Context: an optimization exercise on an open-source flow, tuned for small area, a short achievable clock period and few clock cycles per item. The choices shown serve that exercise and are no tape-out recipe. In this exercise RTL edits were held to simulation tests only and were not proved equivalent to the original.

$ cat config.mk
export PLATFORM = sky130hd
export DESIGN_NAME = pid_controller_clamped_integral_unit
export DESIGN_NICKNAME = pid_controller_clamped_integral_unit
export VERILOG_FILES = /design/flow/design.v
export SDC_FILE = /design/flow/constraint.sdc
export NUM_CORES = 4
export LEC_CHECK = 0
export CAP_MARGIN = 20
export CORE_MARGIN = 2
export CORE_UTILIZATION = 40
export SLEW_MARGIN = 20
$ cat constraint.sdc
create_clock -name core_clock -period 9.0 [get_ports {clk}]
set_input_delay 1.8000 -clock core_clock [delete_from_list [all_inputs] [get_ports {clk}]]
set_output_delay 1.8000 -clock core_clock [all_outputs]
set_load 0.01 [all_outputs]
$ cat design.v
package pidc_pkg;
  localparam logic [2:0] REG_KP     = 3'd0;
  localparam logic [2:0] REG_KI     = 3'd1;
  localparam logic [2:0] REG_KD     = 3'd2;
  localparam logic [2:0] REG_TARGET = 3'd3;
  localparam logic [2:0] REG_OFFSET = 3'd4;
  localparam logic [2:0] REG_BOUND  = 3'd5;
  function automatic logic [31:0] sat34(input logic [33:0] v);
    if (v[33:31] == 3'b000 || v[33:31] == 3'b111) sat34 = v[31:0];
    else if (v[33]) sat34 = 32'h80000000;
    else sat34 = 32'h7fffffff;
  endfunction
  function automatic logic [31:0] sat50(input logic [49:0] v);
    if (v[49:31] == 19'd0 || v[49:31] == 19'h7ffff) sat50 = v[31:0];
    else if (v[49]) sat50 = 32'h80000000;
    else sat50 = 32'h7fffffff;
  endfunction
endpackage
module pidc_mul_lo (
  input  logic [31:0] a,
  input  logic [15:0] b,
  output logic [47:0] p
);
  logic signed [48:0] pr;
  assign pr = $signed(a) * $signed({1'b0, b});
  assign p  = pr[47:0];
endmodule
module pidc_mul_hi (
  input  logic [31:0] a,
  input  logic [15:0] b,
  output logic [47:0] p
);
  logic signed [47:0] pr;
  assign pr = $signed(a) * $signed(b);
  assign p  = pr;
endmodule
module pidc_srt4_row (
  input  logic [34:0] ws_i,
  input  logic [34:0] wc_i,
  input  logic [31:0] d,
  input  logic [1:0]  nb,
  output logic [34:0] ws_o,
  output logic [34:0] wc_o,
  output logic [2:0]  qd       
);
  logic [34:0] ys, yc, m, z;
  logic signed [6:0] est;
  logic signed [6:0] t2, t1, t0, tm1;
  logic q2, q1, q0, qm1, pos, mag2, mag1;
  assign ys  = {ws_i[32:0], nb};
  assign yc  = {wc_i[32:0], 2'b00};
  assign est = ys[34:28] + yc[34:28];
  always_comb begin
    case (d[30:28])
      3'd0: begin t2 = 7'sd12; t1 = 7'sd3; t0 = -7'sd5;  tm1 = -7'sd13; end
      3'd1: begin t2 = 7'sd14; t1 = 7'sd4; t0 = -7'sd6;  tm1 = -7'sd15; end
      3'd2: begin t2 = 7'sd15; t1 = 7'sd4; t0 = -7'sd6;  tm1 = -7'sd16; end
      3'd3: begin t2 = 7'sd16; t1 = 7'sd4; t0 = -7'sd7;  tm1 = -7'sd18; end
      3'd4: begin t2 = 7'sd18; t1 = 7'sd5; t0 = -7'sd8;  tm1 = -7'sd20; end
      3'd5: begin t2 = 7'sd19; t1 = 7'sd5; t0 = -7'sd8;  tm1 = -7'sd21; end
      3'd6: begin t2 = 7'sd20; t1 = 7'sd5; t0 = -7'sd9;  tm1 = -7'sd23; end
      default: begin t2 = 7'sd22; t1 = 7'sd6; t0 = -7'sd10; tm1 = -7'sd25; end
    endcase
  end
  assign q2  = est >= t2;
  assign q1  = est >= t1;
  assign q0  = est >= t0;
  assign qm1 = est >= tm1;
  assign pos  = q1;
  assign mag2 = q2 | ~qm1;
  assign mag1 = (q1 & ~q2) | (qm1 & ~q0);
  assign m = mag2 ? {2'b00, d, 1'b0} : (mag1 ? {3'b000, d} : 35'd0);
  assign z = pos ? ~m : m;
  assign ws_o = ys ^ yc ^ z;
  assign wc_o = {(ys[33:0] & yc[33:0]) | (ys[33:0] & z[33:0]) | (yc[33:0] & z[33:0]), pos};
  assign qd = {~pos & (mag2 | mag1), mag2, mag1};
endmodule
module pidc_d125_row (
  input  logic [6:0] r_i,
  input  logic       nb,
  output logic [6:0] r_o,
  output logic       q
);
  logic [7:0] t;
  assign t   = {r_i, nb};
  assign q   = t >= 8'd125;
  assign r_o = q ? 7'(t - 8'd125) : t[6:0];
endmodule
module pid_controller_clamped_integral_unit (
  input  logic        clk,
  input  logic        rst,
  input  logic        s_tvalid,
  output logic        s_tready,
  input  logic [63:0] s_tdata,    
  output logic        m_tvalid,
  input  logic        m_tready,
  output logic [71:0] m_tdata,    
  input  logic        psel,
  input  logic        penable,
  input  logic        pwrite,
  input  logic [4:0]  paddr,
  input  logic [31:0] pwdata,
  output logic [31:0] prdata,
  output logic        pready
);
  localparam int K  = 2;                     
  localparam int NS = (16 + K - 1) / K;      
  localparam int KD = 6;                     
  localparam int ND = (32 + KD - 1) / KD;    
  localparam int SI = 3 + ND + 1;            
  localparam int SC = 3 + NS + 1;            
  localparam int SO = SC + 2;                
  logic [31:0] kp, ki, kd, target, offset;
  logic [30:0] bound;
  logic [33:0] tsum;                         
  logic        wr;
  assign pready = 1'b1;
  assign wr = psel && penable && pwrite;
  always_ff @(posedge clk) begin
    if (rst) begin
      kp     <= '0;
      ki     <= '0;
      kd     <= '0;
      target <= '0;
      offset <= '0;
      bound  <= '0;
      tsum   <= '0;
    end else if (wr) begin
      case (paddr[4:2])
        pidc_pkg::REG_KP:     kp     <= pwdata;
        pidc_pkg::REG_KI:     ki     <= pwdata;
        pidc_pkg::REG_KD:     kd     <= pwdata;
        pidc_pkg::REG_TARGET: begin
          target <= pwdata;
          tsum   <= 34'($signed(pwdata)) + 34'($signed(offset));
        end
        pidc_pkg::REG_OFFSET: begin
          offset <= pwdata;
          tsum   <= 34'($signed(target)) + 34'($signed(pwdata));
        end
        pidc_pkg::REG_BOUND:  bound  <= pwdata[30:0];
        default: ;
      endcase
    end
  end
  always_comb begin
    case (paddr[4:2])
      pidc_pkg::REG_KP:     prdata = kp;
      pidc_pkg::REG_KI:     prdata = ki;
      pidc_pkg::REG_KD:     prdata = kd;
      pidc_pkg::REG_TARGET: prdata = target;
      pidc_pkg::REG_OFFSET: prdata = offset;
      pidc_pkg::REG_BOUND:  prdata = {1'b0, bound};
      default:              prdata = '0;
    endcase
  end
  logic          en, acc;
  logic [SO:1]   v;
  assign en       = !v[SO] || m_tready;
  assign s_tready = en;
  assign acc      = s_tvalid && en;
  always_ff @(posedge clk) begin
    if (rst) begin
      v <= '0;
    end else if (en) begin
      v <= {v[SO-1:1], acc};
    end
  end
  logic        primed;
  logic [31:0] t_prev, err_last;
  logic [31:0] meas, now;
  logic [33:0] e34;
  logic [31:0] err_n, el_n;
  logic [31:0] err1, el1, ep1;
  assign meas  = s_tdata[31:0];
  assign now   = s_tdata[63:32];
  assign e34   = tsum - 34'($signed(meas));
  assign err_n = primed ? pidc_pkg::sat34(e34) : 32'd0;
  assign el_n  = primed ? now - t_prev : 32'd0;
  always_ff @(posedge clk) begin
    if (rst) begin
      primed   <= 1'b0;
      t_prev   <= '0;
      err_last <= '0;
    end else if (acc) begin
      primed   <= 1'b1;
      t_prev   <= now;
      err_last <= err_n;
    end
  end
  always_ff @(posedge clk) begin
    if (en) begin
      err1 <= err_n;
      el1  <= el_n;
      ep1  <= err_last;
    end
  end
  logic [47:0] xa_n, xb_n, xa2, xb2;
  logic [32:0] diff;
  logic [31:0] ad2, dn2;
  logic        dneg2, z2, elhz2;
  logic [10:0] ell2;
  logic [4:0]  sh_n, sh2;
  logic [31:0] dn_n;
  pidc_mul_lo u_xa (.a(err1), .b(el1[15:0]),  .p(xa_n));
  pidc_mul_lo u_xb (.a(err1), .b(el1[31:16]), .p(xb_n));
  assign diff = 33'($signed(err1)) - 33'($signed(ep1));
  always_comb begin
    dn_n = el1;
    sh_n = '0;
    if (dn_n[31:16] == 16'd0) begin dn_n = dn_n << 16; sh_n[4] = 1'b1; end
    if (dn_n[31:24] == 8'd0)  begin dn_n = dn_n << 8;  sh_n[3] = 1'b1; end
    if (dn_n[31:28] == 4'd0)  begin dn_n = dn_n << 4;  sh_n[2] = 1'b1; end
    if (dn_n[31:30] == 2'd0)  begin dn_n = dn_n << 2;  sh_n[1] = 1'b1; end
    if (dn_n[31] == 1'b0)     begin dn_n = dn_n << 1;  sh_n[0] = 1'b1; end
  end
  always_ff @(posedge clk) begin
    if (en) begin
      xa2   <= xa_n;
      xb2   <= xb_n;
      dneg2 <= diff[32];
      ad2   <= diff[32] ? 32'(-diff) : diff[31:0];
      dn2   <= dn_n;
      sh2   <= sh_n;
      z2    <= (el1 == 32'd0);
      elhz2 <= (el1[31:11] == 21'd0);
      ell2  <= el1[10:0];
    end
  end
  logic [63:0] x64, ax64;
  logic [41:0] n42;
  logic [72:0] np73;
  assign x64  = 64'($signed(xa2)) + {64'($signed(xb2)), 16'd0};
  assign ax64 = x64[63] ? 64'(-x64) : x64;
  assign n42  = {ad2, 10'd0} - {5'd0, ad2, 5'd0} + {7'd0, ad2, 3'd0};
  assign np73 = {31'd0, n42} << sh2;
  logic [35*NS+34:0] sws, swc;
  logic [32*NS+31:0] sd, snb;
  logic [48*NS+47:0] sq;
  logic [NS:0]       sdneg, sovf, sz;
  logic [7*ND+6:0]   dr;
  logic [32*ND+31:0] dx, dq;
  logic [ND:0]       dsat, dneg;
  always_ff @(posedge clk) begin
    if (en) begin
      sws[34:0]  <= {4'd0, np73[62:32]};
      swc[34:0]  <= '0;
      sd[31:0]   <= dn2;
      snb[31:0]  <= np73[31:0];
      sq[47:0]   <= '0;
      sdneg[0] <= dneg2;
      sovf[0]  <= elhz2 && (n42[41:31] >= ell2);
      sz[0]    <= z2;
      dr[6:0]  <= ax64[41:35];
      dx[31:0] <= ax64[34:3];
      dq[31:0] <= '0;
      dsat[0]  <= (ax64[63:42] != 22'd0) || (ax64[41:35] >= 7'd125);
      dneg[0]  <= x64[63];
    end
  end
  for (genvar s = 1; s <= NS; s++) begin : g_srt
    localparam int NR = ((16 - (s - 1) * K) < K) ? (16 - (s - 1) * K) : K;
    logic [35*NR+34:0] ws_c, wc_c;
    logic [3*NR-1:0]   qd_c;
    logic [31:0]       nb_c;
    assign ws_c[34:0] = sws[35*(s-1) +: 35];
    assign wc_c[34:0] = swc[35*(s-1) +: 35];
    assign nb_c       = snb[32*(s-1) +: 32];
    for (genvar i = 0; i < NR; i++) begin : g_row
      pidc_srt4_row u_row (
        .ws_i(ws_c[35*i +: 35]), .wc_i(wc_c[35*i +: 35]), .d(sd[32*(s-1) +: 32]),
        .nb(nb_c[31-2*i -: 2]),
        .ws_o(ws_c[35*(i+1) +: 35]), .wc_o(wc_c[35*(i+1) +: 35]),
        .qd(qd_c[3*(NR-1-i) +: 3])
      );
    end
    always_ff @(posedge clk) begin
      if (en) begin
        sws[35*s +: 35] <= ws_c[35*NR +: 35];
        swc[35*s +: 35] <= wc_c[35*NR +: 35];
        sd[32*s +: 32]  <= sd[32*(s-1) +: 32];
        snb[32*s +: 32] <= nb_c << (2 * NR);
        sq[48*s +: 48]  <= {sq[48*(s-1) +: 48-3*NR], qd_c};
        sdneg[s] <= sdneg[s-1];
        sovf[s]  <= sovf[s-1];
        sz[s]    <= sz[s-1];
      end
    end
  end
  for (genvar s = 1; s <= ND; s++) begin : g_d125
    localparam int NR = ((32 - (s - 1) * KD) < KD) ? (32 - (s - 1) * KD) : KD;
    logic [7*NR+6:0] r_c;
    logic [NR-1:0]   q_c;
    logic [31:0]     x_c;
    assign r_c[6:0] = dr[7*(s-1) +: 7];
    assign x_c      = dx[32*(s-1) +: 32];
    for (genvar i = 0; i < NR; i++) begin : g_row
      pidc_d125_row u_row (
        .r_i(r_c[7*i +: 7]), .nb(x_c[31-i]), .r_o(r_c[7*(i+1) +: 7]), .q(q_c[NR-1-i])
      );
    end
    always_ff @(posedge clk) begin
      if (en) begin
        dr[7*s +: 7]   <= r_c[7*NR +: 7];
        dx[32*s +: 32] <= x_c << NR;
        dq[32*s +: 32] <= {dq[32*(s-1) +: 32-NR], q_c};
        dsat[s] <= dsat[s-1];
        dneg[s] <= dneg[s-1];
      end
    end
  end
  logic [31:0]       integral;
  logic [32:0]       qstep;
  logic [34:0]       isum, bpos, bneg;
  logic [31:0]       int_n;
  logic              clamp_n;
  logic [32*SC+31:32*SI] iq;
  logic [SC:SI]          ic;
  assign qstep = dsat[ND] ? 33'h1_0000_0000 : {1'b0, dq[32*ND +: 32]};
  assign isum  = 35'($signed(integral)) + (dneg[ND] ? 35'(-{2'b00, qstep}) : {2'b00, qstep});
  assign bpos  = {4'd0, bound};
  assign bneg  = 35'(-{4'd0, bound});
  always_comb begin
    if ($signed(isum) > $signed(bpos)) begin
      int_n   = bpos[31:0];
      clamp_n = 1'b1;
    end else if ($signed(isum) < $signed(bneg)) begin
      int_n   = bneg[31:0];
      clamp_n = 1'b1;
    end else begin
      int_n   = isum[31:0];
      clamp_n = 1'b0;
    end
  end
  always_ff @(posedge clk) begin
    if (rst) begin
      integral <= '0;
    end else if (en && v[SI-1]) begin
      integral <= int_n;
    end
  end
  always_ff @(posedge clk) begin
    if (en) begin
      iq[32*SI +: 32] <= int_n;
      ic[SI]          <= clamp_n;
      for (int p = SI + 1; p <= SC; p++) begin
        iq[32*p +: 32] <= iq[32*(p-1) +: 32];
        ic[p]          <= ic[p-1];
      end
    end
  end
  logic [32*SC+31:64] errd;
  always_ff @(posedge clk) begin
    if (en) begin
      errd[95:64] <= err1;
      for (int p = 3; p <= SC; p++) errd[32*p +: 32] <= errd[32*(p-1) +: 32];
    end
  end
  logic [34:0] rem;
  logic [31:0] qpos, qneg, quo, dC;
  logic [47:0] sqf;
  assign sqf = sq[48*NS +: 48];
  always_comb begin
    for (int j = 0; j < 16; j++) begin
      qpos[2*j +: 2] = sqf[3*j+2] ? 2'b00 : sqf[3*j +: 2];
      qneg[2*j +: 2] = sqf[3*j+2] ? sqf[3*j +: 2] : 2'b00;
    end
  end
  assign rem = sws[35*NS +: 35] + swc[35*NS +: 35];
  assign quo = qpos + ~qneg + {31'd0, ~rem[34]};
  always_ff @(posedge clk) begin
    if (en) begin
      if (sz[NS])       dC <= '0;
      else if (sovf[NS]) dC <= sdneg[NS] ? 32'h80000000 : 32'h7fffffff;
      else              dC <= sdneg[NS] ? 32'(-quo) : quo;
    end
  end
  logic [47:0] pkl, pkh, pil, pih, pdl, pdh;
  logic [31:0] fkl, fil, fdl;
  logic [47:0] fkh, fih, fdh;
  logic [31:0] err_f1;
  logic        clamp_f1;
  pidc_mul_lo u_kpl (.a(kp), .b(errd[32*SC +: 16]),  .p(pkl));
  pidc_mul_hi u_kph (.a(kp), .b(errd[32*SC+16 +: 16]), .p(pkh));
  pidc_mul_lo u_kil (.a(ki), .b(iq[32*SC +: 16]),    .p(pil));
  pidc_mul_hi u_kih (.a(ki), .b(iq[32*SC+16 +: 16]),   .p(pih));
  pidc_mul_lo u_kdl (.a(kd), .b(dC[15:0]),        .p(pdl));
  pidc_mul_hi u_kdh (.a(kd), .b(dC[31:16]),       .p(pdh));
  always_ff @(posedge clk) begin
    if (en) begin
      fkl      <= pkl[47:16];
      fkh      <= pkh;
      fil      <= pil[47:16];
      fih      <= pih;
      fdl      <= pdl[47:16];
      fdh      <= pdh;
      err_f1   <= errd[32*SC +: 32];
      clamp_f1 <= ic[SC];
    end
  end
  logic [49:0] total;
  logic [31:0] o_drive, o_err;
  logic        o_clamp;
  assign total = 50'($signed(fkl)) + 50'($signed(fkh)) + 50'($signed(fil)) +
                 50'($signed(fih)) + 50'($signed(fdl)) + 50'($signed(fdh));
  always_ff @(posedge clk) begin
    if (en) begin
      o_drive <= pidc_pkg::sat50(total);
      o_err   <= err_f1;
      o_clamp <= clamp_f1;
    end
  end
  assign m_tvalid = v[SO];
  assign m_tdata  = {7'd0, o_clamp, o_err, o_drive};
endmodule
$ cat run.sh
#!/bin/bash
# synth_recipe.tcl (not shown) runs the flow's synth.tcl, then flattens the netlist and writes it again
# the make line also repeats each setting of config.mk as NAME=value (left out here)
make -C /OpenROAD-flow-scripts/flow DESIGN_CONFIG=/design/flow/config.mk WORK_HOME=/design/flow/orfs CLKGATE_MAP_FILE= SYNTH_SCRIPT=/design/flow/synth_recipe.tcl finish
==> reports/qor.csv <==
metric,value,unit
total wire length,828000,µm
hold_ws,379,ps
Post-synth EDFFs,2556,
status,no timing/DRC/antenna violations,
clk buf depth,4,
vias in the first global route,212000,
Clock Sinks,2891,
Critical Path RT,9700,ps
CP endpoint kind,register,
Slew HR,23.8,%
CP Class,register to register,
grt ovf,0,
Clock Latency Late Sink,1000,ps
Peak Freq,115,MHz
Num CTS Buffers,325,
row count,316,
initial antenna violation count,87,
Antenna Nets Post-Route,0,
DR pass1 iterations,6,
crit start category,register,
DRC,0,
endpoints failing setup,0,
H-tree levels,5,
Top delay family on crit path,adder cells,
fin cells,38900,
core footprint,0.741,mm²
Final Max Slew Viols,0,
Hold Crit Depth,0,
Mapped Avg Cell Area,10.4,µm²
Crit path buffers/inverters,10,
Die Area,0.750,mm²
YS warnings,2,
Post-CTS Hold Buffers,0,
unique cell type count in the Yosys netlist,139,
ys async rst share,0,%
Die W,866,µm
CTS tree,done,
Worst R2R Path Depth,31,
routability cong.,0.956,
Hold Crit Class,register to register,
cell area after synthesis,0.297,mm²
"Seq/Total Area, Yosys",28.1,%
"area leader, netlist",fa_1,
port bufs,204,
Layout Area Growth over Synthesis,9.46,%
"Reg clk slew, reported paths",60,ps
placed cell area,0.314,mm²
final instance area,0.325,mm²
Root Buffer,clkbuf_16,
share of cells above drive strength 1,5.99,%
post-detail-place hpwl,665000,µm
global-route wire length before repair,1280000,µm
Die Height,866,µm
Initial Util,40.1,%
Critical Path Max Stage Delay,550,ps
worst-path fanout max,7,
RSZ-0062 raised after global routing,no,
drt wl/cell,21.3,µm
largest net degree at the start of global routing,191,
post-route clock period utilization,97.0,%
# nets final,35100,
vias,203000,
GRT Overall Usage,22.1,%
Filler cells,69400,
CP arrival,9430,ps
Yosys reg bits,2891,
top-area cell type share of the netlist area,30.6,%
IO Count,215,
Initial DRC Count,16200,
synth top area cells,"fa_1 (31%), edfxtp_1 (26%), ha_1 (7.3%)",
Mapped Cells,28700,
placed cells,38200,
max-cap violation count,0,
Worst-Margin Slew,1140,ps
routed vias/inst,5.22,
Hold Fails Final Rpt,0,
Clock Skew,62.0,ps
Critical Path Stages,31,
"Top FF cell, synth",edfxtp_1,
min cycle time layout,8730,ps
CP max stage cell,fa_1,
-- sequential cells by signal, indices dropped and copies added (netlist names), 33 cells and up --
| signal | count |
|---|---|
| tsum | 33 |
| sws | 297 |
| fkh | 48 |
| fdh | 48 |
| dx | 70 |
| dq | 122 |
| g_d125.g_row.u_row.r_i | 42 |
| g_srt.g_row.u_row.d | 256 |
| xa2 | 48 |
| swc | 264 |
| xb2 | 48 |
| fih | 48 |
| errd | 352 |
| sq | 216 |
| iq | 96 |
| g_srt.nb_c | 95 |
-- cell families (layout without fill, tap and decap cells) --
kind of cell / Yosys count / after routing / share of synthesized area (%)
buffers and inverters: 6413 / 6676 / 8.12
and+or+nand+nor: 7687 / 7687 / 12.2
muxes: 359 / 359 / 1.28
AOI/OAI and AO/OA: 3526 / 3526 / 7.84
DFF: 2891 / 2891 / 28.1
adders and majority gates: 6323 / 6323 / 38.1
xor gates and xnor gates: 1489 / 1489 / 4.39
other: 2 / 84 / 0.00253
-- layout by cell type, fill, tap and decap left out, drive strengths merged, types with 101 or more instances in the layout --
cell type / count
nand4: 104
mux2: 106
a31oi: 112
xor2: 258
edfxtp: 2556
clkinv: 130
a22oi: 543
nor2b: 159
o21ai: 540
mux2i: 250
o21bai: 101
inv: 5042
nand2: 3755
xnor2: 1231
clkdlybuf4s50: 203
and3: 108
fa: 4544
nand2b: 249
or3: 101
nor3: 262
a21oi: 1042
clkbuf: 389
and2: 1572
buf: 864
o21a: 143
nand3: 223
ha: 1738
nor2: 859
dfxtp: 335
a21o: 281
a211oi: 101
-- area by class of cell --
| class | count | area (µm²) | share of cell area (%) |
|---|---|---|---|
| flip-flops and latches | 2891 | 83500 | 25.6 |
| clock inverters | 199 | 2150 | 0.661 |
| diodes | 76 | 190 | 0.0584 |
| repair buffers | 1067 | 9470 | 2.91 |
| clock buffers | 389 | 8650 | 2.66 |
| well taps | 9858 | 12300 | 3.79 |
| multi-input cells | 19400 | 190000 | 58.5 |
| inverters | 5021 | 18900 | 5.80 |
-- metrics by stage --
step / setup TNS, ps / util (%) / setup WS (ps)
after floorplan: -687 / - / -687
after global placement: -28.2 / 42.4 / -28.2
after detailed placement: -84.1 / 42.4 / -84.1
after CTS: 0 / 43.9 / 41.8
after global routing: 0 / 43.9 / 1.55
final: 0 / 43.9 / 268
-- synthesized netlist by cell type, types with 56 or more instances --
| library cell | number |
|---|---|
| or2_2 | 57 |
| and3_1 | 107 |
| a31oi_1 | 107 |
| dfxtp_1 | 335 |
| a21o_1 | 280 |
| o211ai_1 | 61 |
| nand4_1 | 102 |
| a21oi_1 | 1040 |
| o31ai_1 | 69 |
| clkbuf_1 | 1293 |
| o21bai_1 | 101 |
| or3_1 | 98 |
| fa_1 | 4544 |
| and2_1 | 1559 |
| buf_1 | 76 |
| xor2_1 | 257 |
| o22ai_1 | 62 |
| inv_1 | 5002 |
| a22oi_1 | 543 |
| a211oi_1 | 100 |
| mux2i_1 | 247 |
| edfxtp_1 | 2556 |
| nor2b_1 | 159 |
| ha_1 | 1738 |
| o21ai_0 | 525 |
| nor4_1 | 56 |
| nor2_1 | 857 |
| nand3_1 | 223 |
| mux2_2 | 105 |
| nor3_1 | 257 |
| xnor2_1 | 1231 |
| nand2_1 | 3755 |
| o21a_1 | 143 |
| nand2b_1 | 248 |
-- metal layers --
metal / part of all wire, % / global-route usage (%) / up-vias
met5: 0.029 / 0 / -
li1: - / - / 91700
met2: 47 / 36.1 / 6222
met3: 7.0 / 3.78 / 1409
met1: 41 / 29.2 / 104000
met4: 5.0 / 9.11 / 36
-- path summary, 6_finish.rpt --
| kind | from | to | slack [ps] |
|---|---|---|---|
| worst min register to register | g_srt[2].nb_c[20] | g_srt[3].nb_c[24] | 380 |
| worst min-delay path | g_srt[2].nb_c[20] | g_srt[3].nb_c[24] | 380 |
| worst max-delay path | iq[394] | fil[30] | 270 |
| worst max register to register | iq[394] | fil[30] | 270 |
-- timing repair --
| action | in CTS | in global routing |
|---|---|---|
| buffers inserted | 0 | 15 |
| endpoints found under the setup margin | 2 | 208 |
| cloned | 0 | 0 |
| resized for setup | 2 | 62 |
| pin swaps | 0 | 13 |
Testbench counts, summed over its fixed seeds: cycles 1,824, items 1,600.

## what the ideal ports hide
No port has a modelled driver above. Below, the same layout with a new extraction and two added sets of constraints.
Step 1, drivers: a clkbuf_16 drives clk and a buf_2 each remaining input, both assumed.
Step 2 times the ports against the registers' clock, not the clock port: input delays grow and output delays shrink by t, the midpoint of the rising clock arrivals with the driver on.
Slacks: ideal / step 1 / step 2; pairs: ideal / step 1.
shift t [ns]: 1.101
setup WS [ns]: 0.268 / 0.268 / 0.268
worst setup path at the end: register to register
pins driven straight from the clock port: 1
After both steps setup and hold are still met in this run. For this run, drivers alone change the setup slack by 0.000 ns; drivers and shift together by 0.000 ns.
